Context: an optimization exercise on an open-source flow, tuned for small area. The choices shown serve that exercise and are no tape-out recipe.
Where RTL was checked, it was by simulation tests only, not by an equivalence proof against the original.
No driver is modelled on the clock port, so clocking that relies on it looks cheaper here than on a real chip.
Power is estimated from default activity; no workload was simulated.

## muldiv_unit
module muldiv_unit (
	input  logic                                   clk,
	input  logic                                   rst,
	input  logic                                   start,
	input  muldiv_pkg::md_op_e                     op,
	input  logic                                   signed_mode,
	input  logic [1:0]                             src1_sel,
	input  logic [1:0]                             src2_sel,
	input  muldiv_pkg::md_word_t [4-1:0]    src_regs,
	output muldiv_pkg::md_word_t                   result,
	output logic                                   done,
	output logic                                   div_by_zero
);
	localparam int W = 16;
	localparam logic [W-1:0] CUT = 16'b0001001001000100;
	logic [W:0]   valid_s;
	logic [W:0]   is_div_s;
	logic [W:0]   cin_s;
	logic [W:0]   neg_s;
	muldiv_pkg::md_word_t p_s   [0:W];
	muldiv_pkg::md_word_t opa_s [0:W];
	muldiv_pkg::md_word_t opq_s [0:W];
	operand_issue i_operand_issue (
		.start       (start),
		.op          (op),
		.signed_mode (signed_mode),
		.src1_sel    (src1_sel),
		.src2_sel    (src2_sel),
		.src_regs    (src_regs),
		.valid       (valid_s[0]),
		.is_div      (is_div_s[0]),
		.cin         (cin_s[0]),
		.neg         (neg_s[0]),
		.opa         (opa_s[0]),
		.opq         (opq_s[0])
	);
	assign p_s[0] = '0;
	for (genvar j = 0; j < W; j++) begin : g_row
		logic [j:0] p_in;
		logic [j:0] p_out;
		muldiv_pkg::md_word_t p_d;
		muldiv_pkg::md_word_t opq_d;
		if (j == 0) begin : g_p0
			assign p_in = 1'b0;
		end else begin : g_p
			assign p_in = {p_s[j][j-1:0], 1'b0};
		end
		muldiv_step #(
			.ROW (j)
		) i_muldiv_step (
			.is_div  (is_div_s[j]),
			.cin     (cin_s[j]),
			.p_in    (p_in),
			.opa     (opa_s[j]),
			.opq_in  (opq_s[j]),
			.p_out   (p_out),
			.opq_out (opq_d)
		);
		always_comb begin
			p_d = '0;
			p_d[j:0] = p_out;
		end
		if (CUT[j]) begin : g_reg
			logic valid_q;
			logic is_div_q;
			logic cin_q;
			logic neg_q;
			logic [j:0] p_q;
			muldiv_pkg::md_word_t opa_q;
			muldiv_pkg::md_word_t opq_q;
			always_ff @(posedge clk or posedge rst) begin
				if (rst) begin
					valid_q <= 1'b0;
				end else begin
					valid_q <= valid_s[j];
				end
			end
  ...
For scale: about 1400 cells after synthesis, roughly 92 I/O pins, ~13000 µm² of cells after synthesis.
==> module muldiv_step, before the edit <==
module muldiv_step #(
	parameter int ROW = 0
) (
	input  logic                 is_div,
	input  logic                 cin,
	input  logic [ROW:0]         p_in,      
	input  muldiv_pkg::md_word_t opa,
	input  muldiv_pkg::md_word_t opq_in,
	output logic [ROW:0]         p_out,
	output muldiv_pkg::md_word_t opq_out
);
	localparam int W = 16;
	localparam int QB = W - 1 - ROW;
	logic t;
	logic [ROW:0] in1;
	logic [ROW:0] sum;
	logic [ROW+1:0] c;
	logic upper_ones;
	logic sel;
	assign t = opq_in[QB];
	if (ROW == 0) begin : g_in0
		assign in1 = is_div & t;
	end else begin : g_in
		assign in1 = {p_in[ROW:1], is_div & t};
	end
	if (ROW + 1 <= 1) begin : g_ripple
		assign c[0] = cin;
		for (genvar i = 0; i <= ROW; i++) begin : g_fa
			assign sum[i] = in1[i] ^ opa[i] ^ c[i];
			assign c[i+1] = (in1[i] & opa[i]) | (in1[i] & c[i]) | (opa[i] & c[i]);
		end
	end else begin : g_prefix
		localparam int N = ROW + 1;
		localparam int L = (N > 8) ? 4 : (N > 4) ? 3 : (N > 2) ? 2 : 1;
		logic [N-1:0] pp;
		logic [N-1:0] gg [0:L];
		logic [N-1:0] pr [0:L];
		assign pp = in1 ^ opa[ROW:0];
		always_comb begin
			gg[0] = in1 & opa[ROW:0];
			pr[0] = pp;
		end
		for (genvar l = 0; l < L; l++) begin : g_lvl
			for (genvar i = 0; i < N; i++) begin : g_node
				if (((i >> l) & 1) == 1) begin : g_comb
					localparam int K = ((i >> l) << l) - 1;
					assign gg[l+1][i] = gg[l][i] | (pr[l][i] & gg[l][K]);
					assign pr[l+1][i] = pr[l][i] & pr[l][K];
				end else begin : g_pass
					assign gg[l+1][i] = gg[l][i];
					assign pr[l+1][i] = pr[l][i];
				end
			end
		end
		assign c[0] = cin;
		assign c[N:1] = gg[L] | (pr[L] & {N{cin}});
		assign sum = pp ^ c[ROW:0];
	end
	if (ROW == W - 1) begin : g_top
		assign upper_ones = 1'b1;
	end else begin : g_up
		assign upper_ones = &opa[W-1:ROW+1];
	end
	assign sel = is_div ? (c[ROW+1] & upper_ones) : t;
	if (ROW == W - 1) begin : g_last
		assign p_out = t ? sum : in1;
	end else begin : g_mid
		assign p_out = sel ? sum : in1;
	end
	always_comb begin
		opq_out = opq_in;
		opq_out[QB] = sel;
	end
endmodule
Settings: LEC_CHECK=0, CAP_MARGIN=20, CORE_MARGIN=2, CORE_UTILIZATION=65, SLEW_MARGIN=20; clock period 8.0 ns.
standard.sh (not shown) runs the stock make flow with config.mk's settings and CLKGATE_MAP_FILE= SYNTH_SCRIPT=/design/flow/synth_recipe.tcl, a recipe that flattens the netlist after the stock synthesis.
==> flow/flow/run.sh <==
#!/bin/bash
# Standard ORFS layout with smaller port buffers, a clock tree of clkbuf_8
# without dummy loads (heavily loaded clock buffers upsized after CTS), and
# power recovery on non-critical gates.
set -euo pipefail
cd "$(dirname "$0")/.."
W=$(pwd)
export BUFFER_PORTS_ARGS="-buffer_cell sky130_fd_sc_hd__buf_1"
export CTS_ARGS="-sink_clustering_enable -repair_clock_nets -buf_list sky130_fd_sc_hd__clkbuf_8 -dont_use_dummy_load"
export POST_CTS_TCL="$W/flow/post_cts.tcl"
export RECOVER_POWER=100
bash standard.sh synth > synth.log 2>&1
bash standard.sh > layout.log 2>&1
==> flow/flow/post_cts.tcl <==
# Upsize clock buffers that drive many flip-flops, to keep the clock slew low.
set n_up 0
foreach inst [[ord::get_db_block] getInsts] {
  set master [[$inst getMaster] getName]
  if { $master eq "sky130_fd_sc_hd__clkbuf_8" } {
    set net [[$inst findITerm X] getNet]
    if { $net ne "NULL" } {
      set loads [expr { [llength [$net getITerms]] - 1 }]
      if { $loads > 14 } {
        replace_cell [$inst getName] sky130_fd_sc_hd__clkbuf_16
        incr n_up
      }
    }
  }
}
puts "post_cts: upsized $n_up clock buffers"
if { $n_up > 0 } {
  detailed_placement
  check_placement -verbose
  estimate_parasitics -placement
}
Edit:
--- a/flow/design.v
+++ b/flow/design.v
@@ -80,13 +80,13 @@
 	assign t = opq_in[QB];
 	if (ROW == 0) begin : g_in0
 		assign in1 = is_div & t;
 	end else begin : g_in
 		assign in1 = {p_in[ROW:1], is_div & t};
 	end
-	if (ROW + 1 <= 1) begin : g_ripple
+	if (ROW + 1 <= 0) begin : g_ripple
 		assign c[0] = cin;
 		for (genvar i = 0; i <= ROW; i++) begin : g_fa
 			assign sum[i] = in1[i] ^ opa[i] ^ c[i];
 			assign c[i+1] = (in1[i] & opa[i]) | (in1[i] & c[i]) | (opa[i] & c[i]);
 		end
 	end else begin : g_prefix
@@ -95,12 +95,13 @@
 		logic [N-1:0] pp;
 		logic [N-1:0] gg [0:L];
 		logic [N-1:0] pr [0:L];
 		assign pp = in1 ^ opa[ROW:0];
 		always_comb begin
 			gg[0] = in1 & opa[ROW:0];
+			gg[0][0] = (in1[0] & opa[0]) | (pp[0] & cin);
 			pr[0] = pp;
 		end
 		for (genvar l = 0; l < L; l++) begin : g_lvl
 			for (genvar i = 0; i < N; i++) begin : g_node
 				if (((i >> l) & 1) == 1) begin : g_comb
 					localparam int K = ((i >> l) << l) - 1;
@@ -110,13 +111,13 @@
 					assign gg[l+1][i] = gg[l][i];
 					assign pr[l+1][i] = pr[l][i];
 				end
 			end
 		end
 		assign c[0] = cin;
-		assign c[N:1] = gg[L] | (pr[L] & {N{cin}});
+		assign c[N:1] = gg[L];
 		assign sum = pp ^ c[ROW:0];
 	end
 	if (ROW == W - 1) begin : g_top
 		assign upper_ones = 1'b1;
 	end else begin : g_up
 		assign upper_ones = &opa[W-1:ROW+1];
Outcome: The changed run completed with no timing, DRC or antenna violations; global-route usage falls by 0.97 points; hold slack improved by 0.0069 ns; utilization climbs by 1.7 points; wire length went down by about 4%; final cell count falls by 4.6%; critical path depth climbs by 1; via count came out lower by about 6%; power came out lower by about 9%; maximum frequency went down by about 2.5%; non-clock buffer count rose by 15; register-to-register slack degrades by 0.19 ns; clock skew grows by 0.0081 ns; sequential power is about the same; area after synthesis decreases by about 1.1%.
Function was not checked in any run of this note: the RTL went through the layout flow alone.

========
The RTL this note starts from:
==> flow/design.v <==
`default_nettype none
package muldiv_pkg;
	typedef enum logic [1:0] {
		op_shl = 2'd0,
		op_mul = 2'd1,
		op_div = 2'd2,
		op_shr = 2'd3
	} md_op_e;
	typedef logic [16-1:0] md_word_t;
endpackage
`default_nettype wire
`default_nettype none
module operand_issue (
	input  logic                                   start,
	input  muldiv_pkg::md_op_e                     op,
	input  logic                                   signed_mode,
	input  logic [1:0]                             src1_sel,
	input  logic [1:0]                             src2_sel,
	input  muldiv_pkg::md_word_t [4-1:0]    src_regs,
	output logic                                   valid,
	output logic                                   is_div,
	output logic                                   cin,
	output logic                                   neg,
	output muldiv_pkg::md_word_t                   opa,
	output muldiv_pkg::md_word_t                   opq
);
	localparam int W = 16;
	muldiv_pkg::md_word_t x;
	muldiv_pkg::md_word_t y;
	muldiv_pkg::md_word_t pow2;
	logic sdiv;
	logic sx;
	logic sy;
	logic use_y;
	logic inv;
	logic [W-1:0] low_nz;
	assign x = src_regs[src1_sel];
	assign y = src_regs[src2_sel];
	always_comb begin
		pow2 = '0;
		pow2[{1'b0, y[2:0]} + 4'd1] = 1'b1;
	end
	assign sdiv = signed_mode & (op == muldiv_pkg::op_div);
	assign sx = sdiv & x[W-1];
	assign sy = sdiv & y[W-1];
	assign low_nz[0] = 1'b0;
	for (genvar i = 1; i < W; i++) begin : g_nz
		assign low_nz[i] = |x[i-1:0];
	end
	assign valid = start;
	assign is_div = op[1];
	assign cin = op[1] & ~sy;
	assign neg = sx ^ sy;
	assign use_y = op[0] ^ op[1];
	assign inv = op[1] & ~sy;
	assign opa = {W{inv}} ^ (use_y ? y : pow2);
	assign opq = x ^ (low_nz & {W{sx}});
endmodule
`default_nettype wire
`default_nettype none
module muldiv_step #(
	parameter int ROW = 0
) (
	input  logic                 is_div,
	input  logic                 cin,
	input  logic [ROW:0]         p_in,      
	input  muldiv_pkg::md_word_t opa,
	input  muldiv_pkg::md_word_t opq_in,
	output logic [ROW:0]         p_out,
	output muldiv_pkg::md_word_t opq_out
);
	localparam int W = 16;
	localparam int QB = W - 1 - ROW;
	logic t;
	logic [ROW:0] in1;
	logic [ROW:0] sum;
	logic [ROW+1:0] c;
	logic upper_ones;
	logic sel;
	assign t = opq_in[QB];
	if (ROW == 0) begin : g_in0
		assign in1 = is_div & t;
	end else begin : g_in
		assign in1 = {p_in[ROW:1], is_div & t};
	end
	if (ROW + 1 <= 0) begin : g_ripple
		assign c[0] = cin;
		for (genvar i = 0; i <= ROW; i++) begin : g_fa
			assign sum[i] = in1[i] ^ opa[i] ^ c[i];
			assign c[i+1] = (in1[i] & opa[i]) | (in1[i] & c[i]) | (opa[i] & c[i]);
		end
	end else begin : g_prefix
		localparam int N = ROW + 1;
		localparam int L = (N > 8) ? 4 : (N > 4) ? 3 : (N > 2) ? 2 : 1;
		logic [N-1:0] pp;
		logic [N-1:0] gg [0:L];
		logic [N-1:0] pr [0:L];
		assign pp = in1 ^ opa[ROW:0];
		always_comb begin
			gg[0] = in1 & opa[ROW:0];
			pr[0] = pp;
		end
		for (genvar l = 0; l < L; l++) begin : g_lvl
			for (genvar i = 0; i < N; i++) begin : g_node
				if (((i >> l) & 1) == 1) begin : g_comb
					localparam int K = ((i >> l) << l) - 1;
					assign gg[l+1][i] = gg[l][i] | (pr[l][i] & gg[l][K]);
					assign pr[l+1][i] = pr[l][i] & pr[l][K];
				end else begin : g_pass
					assign gg[l+1][i] = gg[l][i];
					assign pr[l+1][i] = pr[l][i];
				end
			end
		end
		assign c[0] = cin;
		assign c[N:1] = gg[L] | (pr[L] & {N{cin}});
		assign sum = pp ^ c[ROW:0];
	end
	if (ROW == W - 1) begin : g_top
		assign upper_ones = 1'b1;
	end else begin : g_up
		assign upper_ones = &opa[W-1:ROW+1];
	end
	assign sel = is_div ? (c[ROW+1] & upper_ones) : t;
	assign p_out = sel ? sum : in1;
	always_comb begin
		opq_out = opq_in;
		opq_out[QB] = sel;
	end
endmodule
`default_nettype wire
`default_nettype none
module result_collect (
	input  logic                  clk,
	input  logic                  rst,
	input  logic                  valid,
	input  logic                  is_div,
	input  logic                  cin,
	input  logic                  neg,
	input  muldiv_pkg::md_word_t  opa,
	input  muldiv_pkg::md_word_t  prod,
	input  muldiv_pkg::md_word_t  quot,
	output muldiv_pkg::md_word_t  result,
	output logic                  done,
	output logic                  div_by_zero
);
	muldiv_pkg::md_word_t value_d;
	logic dbz;
	muldiv_pkg::md_word_t res_q;
	logic done_q;
	logic dbz_q;
	logic neg_q;
	assign dbz = is_div & cin & (&opa);
	assign value_d = is_div ? quot : prod;
	always_ff @(posedge clk or posedge rst) begin
		if (rst) begin
			res_q <= '0;
			neg_q <= 1'b0;
			done_q <= 1'b0;
			dbz_q <= 1'b0;
		end else begin
			done_q <= valid;
			dbz_q <= valid & dbz;
			if (valid) begin
				res_q <= value_d;
				neg_q <= neg & ~dbz;
			end
		end
	end
	assign result = neg_q ? -res_q : res_q;
	assign done = done_q;
	assign div_by_zero = dbz_q;
endmodule
`default_nettype wire
`default_nettype none
module muldiv_unit (
	input  logic                                   clk,
	input  logic                                   rst,
	input  logic                                   start,
	input  muldiv_pkg::md_op_e                     op,
	input  logic                                   signed_mode,
	input  logic [1:0]                             src1_sel,
	input  logic [1:0]                             src2_sel,
	input  muldiv_pkg::md_word_t [4-1:0]    src_regs,
	output muldiv_pkg::md_word_t                   result,
	output logic                                   done,
	output logic                                   div_by_zero
);
	localparam int W = 16;
	localparam logic [W-1:0] CUT = 16'b0001001001000100;
	logic [W:0]   valid_s;
	logic [W:0]   is_div_s;
	logic [W:0]   cin_s;
	logic [W:0]   neg_s;
	muldiv_pkg::md_word_t p_s   [0:W];
	muldiv_pkg::md_word_t opa_s [0:W];
	muldiv_pkg::md_word_t opq_s [0:W];
	operand_issue i_operand_issue (
		.start       (start),
		.op          (op),
		.signed_mode (signed_mode),
		.src1_sel    (src1_sel),
		.src2_sel    (src2_sel),
		.src_regs    (src_regs),
		.valid       (valid_s[0]),
		.is_div      (is_div_s[0]),
		.cin         (cin_s[0]),
		.neg         (neg_s[0]),
		.opa         (opa_s[0]),
		.opq         (opq_s[0])
	);
	assign p_s[0] = '0;
	for (genvar j = 0; j < W; j++) begin : g_row
		logic [j:0] p_in;
		logic [j:0] p_out;
		muldiv_pkg::md_word_t p_d;
		muldiv_pkg::md_word_t opq_d;
		if (j == 0) begin : g_p0
			assign p_in = 1'b0;
		end else begin : g_p
			assign p_in = {p_s[j][j-1:0], 1'b0};
		end
		muldiv_step #(
			.ROW (j)
		) i_muldiv_step (
			.is_div  (is_div_s[j]),
			.cin     (cin_s[j]),
			.p_in    (p_in),
			.opa     (opa_s[j]),
			.opq_in  (opq_s[j]),
			.p_out   (p_out),
			.opq_out (opq_d)
		);
		always_comb begin
			p_d = '0;
			p_d[j:0] = p_out;
		end
		if (CUT[j]) begin : g_reg
			logic valid_q;
			logic is_div_q;
			logic cin_q;
			logic neg_q;
			logic [j:0] p_q;
			muldiv_pkg::md_word_t opa_q;
			muldiv_pkg::md_word_t opq_q;
			always_ff @(posedge clk or posedge rst) begin
				if (rst) begin
					valid_q <= 1'b0;
				end else begin
					valid_q <= valid_s[j];
				end
			end
			always_ff @(posedge clk) begin
				is_div_q <= is_div_s[j];
				cin_q <= cin_s[j];
				neg_q <= neg_s[j];
				p_q <= p_out;
				opa_q <= opa_s[j];
				opq_q <= opq_d;
			end
			assign valid_s[j+1] = valid_q;
			assign is_div_s[j+1] = is_div_q;
			assign cin_s[j+1] = cin_q;
			assign neg_s[j+1] = neg_q;
			always_comb begin
				p_s[j+1] = '0;
				p_s[j+1][j:0] = p_q;
			end
			assign opa_s[j+1] = opa_q;
			assign opq_s[j+1] = opq_q;
		end else begin : g_wire
			assign valid_s[j+1] = valid_s[j];
			assign is_div_s[j+1] = is_div_s[j];
			assign cin_s[j+1] = cin_s[j];
			assign neg_s[j+1] = neg_s[j];
			assign p_s[j+1] = p_d;
			assign opa_s[j+1] = opa_s[j];
			assign opq_s[j+1] = opq_d;
		end
	end
	result_collect i_result_collect (
		.clk         (clk),
		.rst         (rst),
		.valid       (valid_s[W]),
		.is_div      (is_div_s[W]),
		.cin         (cin_s[W]),
		.neg         (neg_s[W]),
		.opa         (opa_s[W]),
		.prod        (p_s[W]),
		.quot        (opq_s[W]),
		.result      (result),
		.done        (done),
		.div_by_zero (div_by_zero)
	);
endmodule
`default_nettype wire
clock: 8.0 ns
lec_check: 0
cap_margin: 20
core_margin: 2
core_utilization: 40
slew_margin: 20
==> flow/flow/run.sh <==
#!/bin/bash
# Standard ORFS layout with smaller port buffers and a clock tree without dummy loads.
set -euo pipefail
cd "$(dirname "$0")/.."
export BUFFER_PORTS_ARGS="-buffer_cell sky130_fd_sc_hd__buf_1"
export CTS_ARGS="-sink_clustering_enable -repair_clock_nets -buf_list sky130_fd_sc_hd__clkbuf_8 -sink_clustering_size 12 -dont_use_dummy_load"
bash standard.sh synth > synth.log 2>&1
bash standard.sh > layout.log 2>&1
Edit:
--- a/flow/design.v
+++ b/flow/design.v
@@ -81,11 +81,11 @@
 	if (ROW == 0) begin : g_in0
 		assign in1 = is_div & t;
 	end else begin : g_in
 		assign in1 = {p_in[ROW:1], is_div & t};
 	end
-	if (ROW + 1 <= 0) begin : g_ripple
+	if (ROW + 1 <= 4) begin : g_ripple
 		assign c[0] = cin;
 		for (genvar i = 0; i <= ROW; i++) begin : g_fa
 			assign sum[i] = in1[i] ^ opa[i] ^ c[i];
 			assign c[i+1] = (in1[i] & opa[i]) | (in1[i] & c[i]) | (opa[i] & c[i]);
 		end
=> Clock power barely changes. Synthesized cell count decreases slightly. Routed wire length decreases by a few percent. Die area decreases slightly. Core utilization increases by 0.26 points. Setup slack is worse by 0.031 ns. Hold slack is worse by 0.0044 ns. Cell count stays flat. Non-clock buffer count increases by 11. Design area is about the same. Count of clock-buffer cells in the layout stays the same. Combinational power is about the same. Sequential power stays flat. Global-route usage decreases by 0.53 points.
Function not checked in the first run of this note: the RTL went through the layout flow alone.

==> separate check: timing with driven ports <==
The flow's constraints put no driver on any port. The routed layouts listed below were extracted and timed again, unchanged, in two steps.
Step 1: set_driving_cell puts a clkbuf_16 on clk and a buf_2 on each other input, an assumption about the parent block.
Step 2 times the ports against the registers' clock, not the clock port: input delays grow and output delays shrink by t, the midpoint of the rising clock arrivals with the driver on.
a / b / c = ideal / step 1 / step 2; a / b = the first two.
run	shift t [ns]	setup slack, ns	hold slack, ns	worst setup path after step 2
the first run of note 1	0.419	0.576 / 0.576 / 0.405	0.318 / 0.318 / 0.318	input to register
the second run of note 1	0.409	0.383 / 0.383 / 0.383	0.325 / 0.325 / 0.325	register to register
the first run of note 2	0.487	0.516 / 0.516 / 0.516	0.318 / 0.318 / 0.318	register to register
the second run of note 2	0.475	0.485 / 0.485 / 0.485	0.314 / 0.314 / 0.314	register to register
After both steps setup and hold are still met in every run listed. The setup slack of the first run of note 1, which loses most, moves by 0.000 ns with the drivers and by -0.171 ns with both steps.
